Source: an optimization exercise on an open RTL-to-GDS flow (aim: small area). Production flows keep margins and buffers that such runs may drop. The RTL was checked by simulation tests, not by an equivalence proof against the original design. Power is estimated from default activity; no workload was simulated.

==> run C: inputs <==
==> flow/design.v <==
package lx_bus_pkg;
  localparam int word_width    = 32;
  localparam int address_width = 32;
  localparam int line_words       = 4;   
  localparam int line_offset_bits = 2;   
  localparam int bus_words       = 2;    
  localparam int line_beats      = line_words / bus_words;
  localparam int beat_index_bits = 1;    
  typedef enum logic [3:0] {
    NO_REQ     = 4'd0,
    R_REQ      = 4'd1,    
    WB_REQ     = 4'd2,    
    MEM_RESP   = 4'd3,
    MEM_RESP_S = 4'd4     
  } msg_t;
  typedef logic [address_width-1:0] addr_t;
  typedef logic [bus_words*word_width-1:0]  beat_t;
  typedef logic [line_words*word_width-1:0] line_t;
endpackage
module lx_bus_bridge (
  input  logic                clock,
  input  logic                reset,
  input  lx_bus_pkg::msg_t    bus_msg_in,
  input  lx_bus_pkg::addr_t   bus_address_in,
  input  lx_bus_pkg::beat_t   bus_data_in,
  input  logic                req_ready,
  output lx_bus_pkg::msg_t    bus_msg_out,
  output lx_bus_pkg::addr_t   bus_address_out,
  output lx_bus_pkg::beat_t   bus_data_out,
  input  lx_bus_pkg::msg_t    cache_msg_in,
  input  lx_bus_pkg::line_t   cache_data_in,
  output lx_bus_pkg::msg_t    cache_msg_out,
  output lx_bus_pkg::addr_t   cache_address_out,
  output lx_bus_pkg::line_t   cache_data_out
);
  logic rd_wait;     
  logic wb_wait;     
  logic beat0;       
  logic beat1;       
  logic resp_a;      
  logic resp_s;      
  logic [63:0] hi, lo;
  lx_bus_pkg::addr_t addr_n;   
  logic bus_req, rd_resp, bus_on, busy, accept, rd_hold, hold_next;
  assign bus_req = bus_msg_in[0] | bus_msg_in[1];
  assign rd_resp = cache_msg_in[0] | cache_msg_in[2];
  assign bus_on  = resp_a | resp_s;   
  assign rd_hold   = beat0 & beat1;
  assign hold_next = ((beat1 & bus_on) | rd_hold) & bus_req;
  assign busy    = rd_wait | wb_wait | beat0 | beat1 | bus_on;
  assign accept  = ~busy & req_ready & bus_req;
  always_ff @(posedge clock) begin
    if (reset) begin
      rd_wait <= 1'b0;
      wb_wait <= 1'b0;
      beat0   <= 1'b0;
      beat1   <= 1'b0;
      resp_a  <= 1'b0;
      resp_s  <= 1'b0;
    end else begin
      rd_wait <= (accept & bus_msg_in[0]) | (rd_wait & ~rd_resp);
      beat0   <= (accept & bus_msg_in[1]) | (rd_wait & rd_resp) | hold_next;
      beat1   <= (beat0 & ~beat1) | hold_next;
      wb_wait <= (beat1 & ~beat0 & ~bus_on) | (wb_wait & ~cache_msg_in[0]);
      resp_a  <= ((rd_wait | wb_wait) & cache_msg_in[0])
               | (resp_a & (beat0 | (~beat1 & bus_req)));
      resp_s  <= (rd_wait & cache_msg_in[2]) | (resp_s & beat0);
    end
  end
  always_ff @(posedge clock) begin
    if (~busy) addr_n <= ~bus_address_in;
  end
  logic take;
  assign take = ~rd_wait & ~wb_wait;
  always_ff @(posedge clock) begin
    if (reset) begin
      hi <= '0;
      lo <= '0;
    end else begin
      hi <= ({64{rd_wait}} & cache_data_in[127:64]) | ({64{take}} & bus_data_in) | ({64{wb_wait}} & hi);
      lo <= ({64{rd_wait}} & cache_data_in[63:0])   | ({64{take}} & hi)          | ({64{wb_wait}} & lo);
    end
  end
  logic cache_on;
  assign cache_on = rd_wait | wb_wait;
  assign bus_msg_out       = lx_bus_pkg::msg_t'({1'b0, resp_s, resp_a, resp_a});
  assign bus_address_out   = ~(addr_n | {32{~bus_on}});
  assign bus_data_out      = lo;
  assign cache_msg_out     = lx_bus_pkg::msg_t'({2'b00, wb_wait, rd_wait});
  assign cache_address_out = {~(addr_n[31:2] | {30{~cache_on}}), 2'b00};
  assign cache_data_out    = {hi, lo};
endmodule
==> flow/flow/run.sh <==
#!/bin/bash
# Standard ORFS layout with three changes:
#  - port buffers made from the smallest buffer cell,
#  - a clock tree of clkbuf_4/8 without dummy loads,
#  - a222.tcl remaps the line register's select gates before floorplanning,
#  - one tie cell drives every constant output.
set -o pipefail
export BUFFER_PORTS_ARGS="-buffer_cell sky130_fd_sc_hd__buf_1"
export CTS_ARGS="-sink_clustering_enable -repair_clock_nets -dont_use_dummy_load -buf_list {sky130_fd_sc_hd__clkbuf_4 sky130_fd_sc_hd__clkbuf_8}"
export SKIP_REPAIR_TIE_FANOUT=1
export RECOVER_POWER=100
export PRE_FLOORPLAN_TCL="$(pwd)/flow/a222.tcl"
bash standard.sh > standard.log 2>&1
==> flow/flow/a222.tcl <==
# Remap each three-input select feeding a flip-flop, built by synthesis as
#   D = nand2(a22oi(A1,A2,B1,B2), nand2(C1,C2))        or
#   D = a21oi(a22oi(A1,A2,B1,B2), nand2(C1,C2), R)     (with a reset R)
# into the smaller equivalents
#   D = inv(a222oi(A1,A2,B1,B2,C1,C2))                 or
#   D = nor2(a222oi(A1,A2,B1,B2,C1,C2), R).
set block [ord::get_db_block]
set db [ord::get_db]
set m_a222 [$db findMaster sky130_fd_sc_hd__a222oi_1]
set m_inv [$db findMaster sky130_fd_sc_hd__inv_1]
set m_nor [$db findMaster sky130_fd_sc_hd__nor2_1]

proc net_driver { net } {
  foreach it [$net getITerms] {
    if { [$it isOutputSignal] } { return $it }
  }
  return ""
}
proc net_loads { net } {
  set n 0
  foreach it [$net getITerms] {
    if { [$it isInputSignal] } { incr n }
  }
  return [expr { $n + [llength [$net getBTerms]] }]
}

set count 0
foreach inst [$block getInsts] {
  set mname [[$inst getMaster] getName]
  if { $mname eq "sky130_fd_sc_hd__nand2_1" } {
    set na [[$inst findITerm A] getNet]
    set nb [[$inst findITerm B] getNet]
    set nr ""
  } elseif { $mname eq "sky130_fd_sc_hd__a21oi_1" } {
    set na [[$inst findITerm A1] getNet]
    set nb [[$inst findITerm A2] getNet]
    set nr [[$inst findITerm B1] getNet]
    if { $nr eq "NULL" } { continue }
  } else {
    continue
  }
  set out [[$inst findITerm Y] getNet]
  if { $out eq "NULL" || $na eq "NULL" || $nb eq "NULL" } { continue }
  set ok 0
  foreach pair [list [list $na $nb] [list $nb $na]] {
    lassign $pair n22 nh
    set d22 [net_driver $n22]
    set dh [net_driver $nh]
    if { $d22 eq "" || $dh eq "" } { continue }
    set i22 [$d22 getInst]
    set ih [$dh getInst]
    if { [[$i22 getMaster] getName] ne "sky130_fd_sc_hd__a22oi_1" } { continue }
    if { [[$ih getMaster] getName] ne "sky130_fd_sc_hd__nand2_1" } { continue }
    if { $ih eq $inst } { continue }
    if { [net_loads $n22] != 1 || [net_loads $nh] != 1 } { continue }
    set ok 1
    break
  }
  if { !$ok } { continue }
  set name [$inst getName]
  set conn [dict create]
  foreach p {A1 A2 B1 B2} { dict set conn $p [[$i22 findITerm $p] getNet] }
  dict set conn C1 [[$ih findITerm A] getNet]
  dict set conn C2 [[$ih findITerm B] getNet]
  foreach i [list $inst $i22 $ih] {
    foreach it [$i getITerms] { if { [$it getNet] ne "NULL" } { $it disconnect } }
  }
  odb::dbInst_destroy $i22
  odb::dbInst_destroy $ih
  odb::dbInst_destroy $inst
  odb::dbNet_destroy $n22
  odb::dbNet_destroy $nh
  set g [odb::dbInst_create $block $m_a222 "${name}_sel"]
  set ny [odb::dbNet_create $block "${name}_seln"]
  dict for {p n} $conn { [$g findITerm $p] connect $n }
  [$g findITerm Y] connect $ny
  if { $nr eq "" } {
    set v [odb::dbInst_create $block $m_inv "${name}_inv"]
    [$v findITerm A] connect $ny
  } else {
    set v [odb::dbInst_create $block $m_nor "${name}_nor"]
    [$v findITerm A] connect $ny
    [$v findITerm B] connect $nr
  }
  [$v findITerm Y] connect $out
  incr count
}
puts "a222.tcl: remapped $count selects"
==> flow/standard.sh <==
#!/bin/bash
# synth_recipe.tcl (not shown) runs the flow's synth.tcl, then flattens the netlist and writes it again
# the make line also repeats each setting of config.mk as NAME=value (left out here)
make -C /OpenROAD-flow-scripts/flow DESIGN_CONFIG=/design/flow/config.mk WORK_HOME=/design/flow/orfs CLKGATE_MAP_FILE= SYNTH_SCRIPT=/design/flow/synth_recipe.tcl "${@:-finish}"
==> flow/config.mk <==
export PLATFORM = sky130hd
export DESIGN_NAME = lx_bus_bridge
export DESIGN_NICKNAME = lx_bus_bridge
export VERILOG_FILES = /design/flow/design.v
export SDC_FILE = /design/flow/constraint.sdc
export NUM_CORES = 4
export LEC_CHECK = 0
export CAP_MARGIN = 20
export CORE_AREA = 5 5 175 175
export DIE_AREA = 0 0 180 180
export PLACE_DENSITY = 0.85
export SLEW_MARGIN = 20
==> flow/constraint.sdc <==
create_clock -name core_clock -period 5.0 [get_ports {clock}]
set_input_delay 1.0000 -clock core_clock [delete_from_list [all_inputs] [get_ports {clock}]]
set_output_delay 1.0000 -clock core_clock [all_outputs]
set_load 0.01 [all_outputs]
==> run B: changes against run C <==
--- a/flow/design.v
+++ b/flow/design.v
@@ -42,6 +42,7 @@
   logic [63:0] hi, lo;
-  lx_bus_pkg::addr_t addr_n;   
-  logic bus_req, rd_resp, bus_on, busy, accept, rd_hold, hold_next;
+  lx_bus_pkg::addr_t addr;
+  logic bus_req, rd_resp, wb_resp, bus_on, busy, accept, rd_hold, hold_next;
   assign bus_req = bus_msg_in[0] | bus_msg_in[1];
   assign rd_resp = cache_msg_in[0] | cache_msg_in[2];
+  assign wb_resp = cache_msg_in[0];
   assign bus_on  = resp_a | resp_s;   
@@ -61,8 +62,8 @@
       rd_wait <= (accept & bus_msg_in[0]) | (rd_wait & ~rd_resp);
-      beat0   <= (accept & bus_msg_in[1]) | (rd_wait & rd_resp) | hold_next;
+      beat0   <= (accept & ~bus_msg_in[0]) | (rd_wait & rd_resp) | hold_next;
       beat1   <= (beat0 & ~beat1) | hold_next;
-      wb_wait <= (beat1 & ~beat0 & ~bus_on) | (wb_wait & ~cache_msg_in[0]);
-      resp_a  <= ((rd_wait | wb_wait) & cache_msg_in[0])
+      wb_wait <= (beat1 & ~beat0 & ~bus_on) | (wb_wait & ~wb_resp);
+      resp_a  <= (rd_wait & rd_resp & ~cache_msg_in[2]) | (wb_wait & wb_resp)
                | (resp_a & (beat0 | (~beat1 & bus_req)));
-      resp_s  <= (rd_wait & cache_msg_in[2]) | (resp_s & beat0);
+      resp_s  <= (rd_wait & rd_resp & cache_msg_in[2]) | (resp_s & beat0);
     end
@@ -70,3 +71,3 @@
   always_ff @(posedge clock) begin
-    if (~busy) addr_n <= ~bus_address_in;
+    if (~busy) addr <= bus_address_in;
   end
@@ -86,6 +87,6 @@
   assign bus_msg_out       = lx_bus_pkg::msg_t'({1'b0, resp_s, resp_a, resp_a});
-  assign bus_address_out   = ~(addr_n | {32{~bus_on}});
+  assign bus_address_out   = addr & {32{bus_on}};
   assign bus_data_out      = lo;
   assign cache_msg_out     = lx_bus_pkg::msg_t'({2'b00, wb_wait, rd_wait});
-  assign cache_address_out = {~(addr_n[31:2] | {30{~cache_on}}), 2'b00};
+  assign cache_address_out = {addr[31:2] & {30{cache_on}}, 2'b00};
   assign cache_data_out    = {hi, lo};
--- a/flow/flow/run.sh
+++ b/flow/flow/run.sh
@@ -10,3 +10,2 @@
 export SKIP_REPAIR_TIE_FANOUT=1
-export RECOVER_POWER=100
 export PRE_FLOORPLAN_TCL="$(pwd)/flow/a222.tcl"
GPL_ROUTABILITY_DRIVEN = 0   (was not set)
GPL_TIMING_DRIVEN = 0   (was not set)
==> run Z: changes against run C <==
--- a/flow/design.v
+++ b/flow/design.v
@@ -42,6 +42,7 @@
   logic [63:0] hi, lo;
-  lx_bus_pkg::addr_t addr_n;   
-  logic bus_req, rd_resp, bus_on, busy, accept, rd_hold, hold_next;
+  lx_bus_pkg::addr_t addr;
+  logic bus_req, rd_resp, wb_resp, bus_on, busy, accept, rd_hold, hold_next;
   assign bus_req = bus_msg_in[0] | bus_msg_in[1];
   assign rd_resp = cache_msg_in[0] | cache_msg_in[2];
+  assign wb_resp = cache_msg_in[0];
   assign bus_on  = resp_a | resp_s;   
@@ -61,8 +62,8 @@
       rd_wait <= (accept & bus_msg_in[0]) | (rd_wait & ~rd_resp);
-      beat0   <= (accept & bus_msg_in[1]) | (rd_wait & rd_resp) | hold_next;
+      beat0   <= (accept & ~bus_msg_in[0]) | (rd_wait & rd_resp) | hold_next;
       beat1   <= (beat0 & ~beat1) | hold_next;
-      wb_wait <= (beat1 & ~beat0 & ~bus_on) | (wb_wait & ~cache_msg_in[0]);
-      resp_a  <= ((rd_wait | wb_wait) & cache_msg_in[0])
+      wb_wait <= (beat1 & ~beat0 & ~bus_on) | (wb_wait & ~wb_resp);
+      resp_a  <= (rd_wait & rd_resp & ~cache_msg_in[2]) | (wb_wait & wb_resp)
                | (resp_a & (beat0 | (~beat1 & bus_req)));
-      resp_s  <= (rd_wait & cache_msg_in[2]) | (resp_s & beat0);
+      resp_s  <= (rd_wait & rd_resp & cache_msg_in[2]) | (resp_s & beat0);
     end
@@ -70,3 +71,3 @@
   always_ff @(posedge clock) begin
-    if (~busy) addr_n <= ~bus_address_in;
+    if (~busy) addr <= bus_address_in;
   end
@@ -86,6 +87,6 @@
   assign bus_msg_out       = lx_bus_pkg::msg_t'({1'b0, resp_s, resp_a, resp_a});
-  assign bus_address_out   = ~(addr_n | {32{~bus_on}});
+  assign bus_address_out   = addr & {32{bus_on}};
   assign bus_data_out      = lo;
   assign cache_msg_out     = lx_bus_pkg::msg_t'({2'b00, wb_wait, rd_wait});
-  assign cache_address_out = {~(addr_n[31:2] | {30{~cache_on}}), 2'b00};
+  assign cache_address_out = {addr[31:2] & {30{cache_on}}, 2'b00};
   assign cache_data_out    = {hi, lo};
--- a/flow/flow/run.sh
+++ b/flow/flow/run.sh
@@ -10,3 +10,2 @@
 export SKIP_REPAIR_TIE_FANOUT=1
-export RECOVER_POWER=100
 export PRE_FLOORPLAN_TCL="$(pwd)/flow/a222.tcl"
==> run A: changes against run C <==
--- a/flow/design.v
+++ b/flow/design.v
@@ -42,6 +42,7 @@
   logic [63:0] hi, lo;
-  lx_bus_pkg::addr_t addr_n;   
-  logic bus_req, rd_resp, bus_on, busy, accept, rd_hold, hold_next;
+  lx_bus_pkg::addr_t addr;
+  logic bus_req, rd_resp, wb_resp, bus_on, busy, accept, rd_hold, hold_next;
   assign bus_req = bus_msg_in[0] | bus_msg_in[1];
   assign rd_resp = cache_msg_in[0] | cache_msg_in[2];
+  assign wb_resp = cache_msg_in[0];
   assign bus_on  = resp_a | resp_s;   
@@ -61,8 +62,8 @@
       rd_wait <= (accept & bus_msg_in[0]) | (rd_wait & ~rd_resp);
-      beat0   <= (accept & bus_msg_in[1]) | (rd_wait & rd_resp) | hold_next;
+      beat0   <= (accept & ~bus_msg_in[0]) | (rd_wait & rd_resp) | hold_next;
       beat1   <= (beat0 & ~beat1) | hold_next;
-      wb_wait <= (beat1 & ~beat0 & ~bus_on) | (wb_wait & ~cache_msg_in[0]);
-      resp_a  <= ((rd_wait | wb_wait) & cache_msg_in[0])
+      wb_wait <= (beat1 & ~beat0 & ~bus_on) | (wb_wait & ~wb_resp);
+      resp_a  <= (rd_wait & rd_resp & ~cache_msg_in[2]) | (wb_wait & wb_resp)
                | (resp_a & (beat0 | (~beat1 & bus_req)));
-      resp_s  <= (rd_wait & cache_msg_in[2]) | (resp_s & beat0);
+      resp_s  <= (rd_wait & rd_resp & cache_msg_in[2]) | (resp_s & beat0);
     end
@@ -70,3 +71,3 @@
   always_ff @(posedge clock) begin
-    if (~busy) addr_n <= ~bus_address_in;
+    if (~busy) addr <= bus_address_in;
   end
@@ -75,9 +76,4 @@
   always_ff @(posedge clock) begin
-    if (reset) begin
-      hi <= '0;
-      lo <= '0;
-    end else begin
-      hi <= ({64{rd_wait}} & cache_data_in[127:64]) | ({64{take}} & bus_data_in) | ({64{wb_wait}} & hi);
-      lo <= ({64{rd_wait}} & cache_data_in[63:0])   | ({64{take}} & hi)          | ({64{wb_wait}} & lo);
-    end
+    hi <= ({64{rd_wait}} & cache_data_in[127:64]) | ({64{take}} & bus_data_in) | ({64{wb_wait}} & hi);
+    lo <= ({64{rd_wait}} & cache_data_in[63:0])   | ({64{take}} & hi)          | ({64{wb_wait}} & lo);
   end
@@ -86,6 +82,6 @@
   assign bus_msg_out       = lx_bus_pkg::msg_t'({1'b0, resp_s, resp_a, resp_a});
-  assign bus_address_out   = ~(addr_n | {32{~bus_on}});
+  assign bus_address_out   = addr & {32{bus_on}};
   assign bus_data_out      = lo;
   assign cache_msg_out     = lx_bus_pkg::msg_t'({2'b00, wb_wait, rd_wait});
-  assign cache_address_out = {~(addr_n[31:2] | {30{~cache_on}}), 2'b00};
+  assign cache_address_out = {addr[31:2] & {30{cache_on}}, 2'b00};
   assign cache_data_out    = {hi, lo};
--- a/flow/flow/run.sh
+++ b/flow/flow/run.sh
@@ -10,3 +10,2 @@
 export SKIP_REPAIR_TIE_FANOUT=1
-export RECOVER_POWER=100
 export PRE_FLOORPLAN_TCL="$(pwd)/flow/a222.tcl"
--- a/flow/flow/a222.tcl
+++ b/flow/flow/a222.tcl
@@ -1,7 +1,5 @@
 # Remap each three-input select feeding a flip-flop, built by synthesis as
-#   D = nand2(a22oi(A1,A2,B1,B2), nand2(C1,C2))        or
-#   D = a21oi(a22oi(A1,A2,B1,B2), nand2(C1,C2), R)     (with a reset R)
-# into the smaller equivalents
-#   D = inv(a222oi(A1,A2,B1,B2,C1,C2))                 or
-#   D = nor2(a222oi(A1,A2,B1,B2,C1,C2), R).
+#   D = nand2(a22oi(A1,A2,B1,B2), nand2(C1,C2))
+# into the smaller equivalent
+#   D = inv(a222oi(A1,A2,B1,B2,C1,C2)).
 set block [ord::get_db_block]
@@ -10,3 +8,2 @@
 set m_inv [$db findMaster sky130_fd_sc_hd__inv_1]
-set m_nor [$db findMaster sky130_fd_sc_hd__nor2_1]
 
@@ -28,16 +25,6 @@
 foreach inst [$block getInsts] {
-  set mname [[$inst getMaster] getName]
-  if { $mname eq "sky130_fd_sc_hd__nand2_1" } {
-    set na [[$inst findITerm A] getNet]
-    set nb [[$inst findITerm B] getNet]
-    set nr ""
-  } elseif { $mname eq "sky130_fd_sc_hd__a21oi_1" } {
-    set na [[$inst findITerm A1] getNet]
-    set nb [[$inst findITerm A2] getNet]
-    set nr [[$inst findITerm B1] getNet]
-    if { $nr eq "NULL" } { continue }
-  } else {
-    continue
-  }
+  if { [[$inst getMaster] getName] ne "sky130_fd_sc_hd__nand2_1" } { continue }
   set out [[$inst findITerm Y] getNet]
+  set na [[$inst findITerm A] getNet]
+  set nb [[$inst findITerm B] getNet]
   if { $out eq "NULL" || $na eq "NULL" || $nb eq "NULL" } { continue }
@@ -73,2 +60,3 @@
   set g [odb::dbInst_create $block $m_a222 "${name}_sel"]
+  set v [odb::dbInst_create $block $m_inv "${name}_inv"]
   set ny [odb::dbNet_create $block "${name}_seln"]
@@ -76,10 +64,3 @@
   [$g findITerm Y] connect $ny
-  if { $nr eq "" } {
-    set v [odb::dbInst_create $block $m_inv "${name}_inv"]
-    [$v findITerm A] connect $ny
-  } else {
-    set v [odb::dbInst_create $block $m_nor "${name}_nor"]
-    [$v findITerm A] connect $ny
-    [$v findITerm B] connect $nr
-  }
+  [$v findITerm A] connect $ny
   [$v findITerm Y] connect $out
PLACE_DENSITY = not set   (was 0.85)
==> comparison table <==
Post-detailed-placement cell area: run B 9180 sq um; run C 8300 sq um; run A 8340 sq um; run Z 8340 sq um
Maximum single-stage delay on the critical path: run B 0.55 ns; run C 1.37 ns; run A 0.85 ns; run Z 0.69 ns
Fin crit share: run B 63.8%; run C 76.5%; run A 62.4%; run Z 60.6%
Largest net degree at the start of global routing: run B 33; run C 160; run A 99; run Z 77
Terminus of the critical flop-to-flop path: run B addr[25]; run C addr_n[26]; run A addr[31]; run Z addr[23]
HPWL reported at the end of detailed placement: run B 26.1 mm; run C 18.7 mm; run A 17.8 mm; run Z 19.8 mm
Register clock-pin slew on the reported worst setup and hold paths: run B 0.10 ns; run C 0.09 ns; run A 0.08 ns; run Z 0.08 ns
Proportion of layout cells with a drive suffix above 1: run B 12.0%; run C 2.47%; run A 2.94%; run Z 3.13%
WL met1: run B 12.7 mm; run C 9.50 mm; run A 8.48 mm; run Z 10.1 mm
Min-Delay Startpoint: run B hi[20]; run C beat0; run A hi[41]; run Z beat0
Hold Path End: run B lo[20]; run C beat1; run A lo[41]; run Z beat1
Flop pwr share: run B 53.7%; run C 55.9%; run A 55.7%; run Z 56.5%
Stages on the worst setup path: run B 4; run C 4; run A 3; run Z 3
Syn_nets: run B 883; run C 915; run A 868; run Z 883
Mean instance size in the synthesized netlist: run B 10.6 sq um; run C 10.0 sq um; run A 10.7 sq um; run Z 10.6 sq um
Detailed-route wire length per cell: run B 21.2 microns; run C 17.7 microns; run A 16.7 microns; run Z 18.7 microns
Synth-to-Final Area Change: run B 37.6%; run C 25.1%; run A 26.1%; run Z 25.3%
Arr. time, crit path: run B 2.19 ns; run C 3.81 ns; run A 2.12 ns; run Z 2.03 ns
Setup slack at placement: run B 2.13 ns; run C 2.40 ns; run A 2.18 ns; run Z 2.35 ns
Global routing met2 resource utilization: run B 32.1%; run C 24.3%; run A 23.9%; run Z 24.7%
Timing-limited maximum frequency: run B 314 MHz; run C 261 MHz; run A 321 MHz; run Z 330 MHz
Non-Clock Inverter Count: run B 1; run C 32; run A 129; run Z 1
Initial standard-cell utilization of the core: run B 23.9%; run C 23.8%; run A 23.8%; run Z 23.9%
Storage cell area: run B 3640 sq um; run C 3650 sq um; run A 3650 sq um; run Z 3650 sq um
Core Util, Final: run B 32.9%; run C 29.7%; run A 30.0%; run Z 30.0%
Result of the run: run B complete, no violations; run C failed layout checks; run A complete, no violations; run Z complete, no violations
Layout check failures: run B -; run C max-capacitance violations, max-slew violations; run A -; run Z -

-- what the ideal ports hide --
The results above use ideal ports. As a check the final layouts listed here were re-extracted and re-timed, cells and wires unchanged.
Step 1, drivers: a clkbuf_16 drives clock and a buf_2 each remaining input, both assumed.
Step 2 adds t to the input delays and takes it off the output delays; t is the mean of the earliest and latest rising clock arrival at the registers after step 1. Input paths then give back, and output paths get back, about the clock's delay inside the block.
a / b / c = no drivers / after step 1 / after step 2; a / b = the first two.
| run | t, ns | setup WS [ns] | worst setup path after step 2 | pins driven straight from the clock port |
|---|---|---|---|---|
| run C | 0.456 | 1.174 / 1.174 / 1.046 | input to register | 1 |
| run B | 0.464 | 1.811 / 1.772 / 2.236 | register to output | 1 |
| run Z | 0.461 | 1.969 / 1.931 / 2.392 | register to output | 1 |
| run A | 0.475 | 1.882 / 1.845 / 2.279 | register to register | 1 |
The setup slack of run C, which loses most, moves by 0.000 ns with the drivers and by -0.128 ns with both steps.
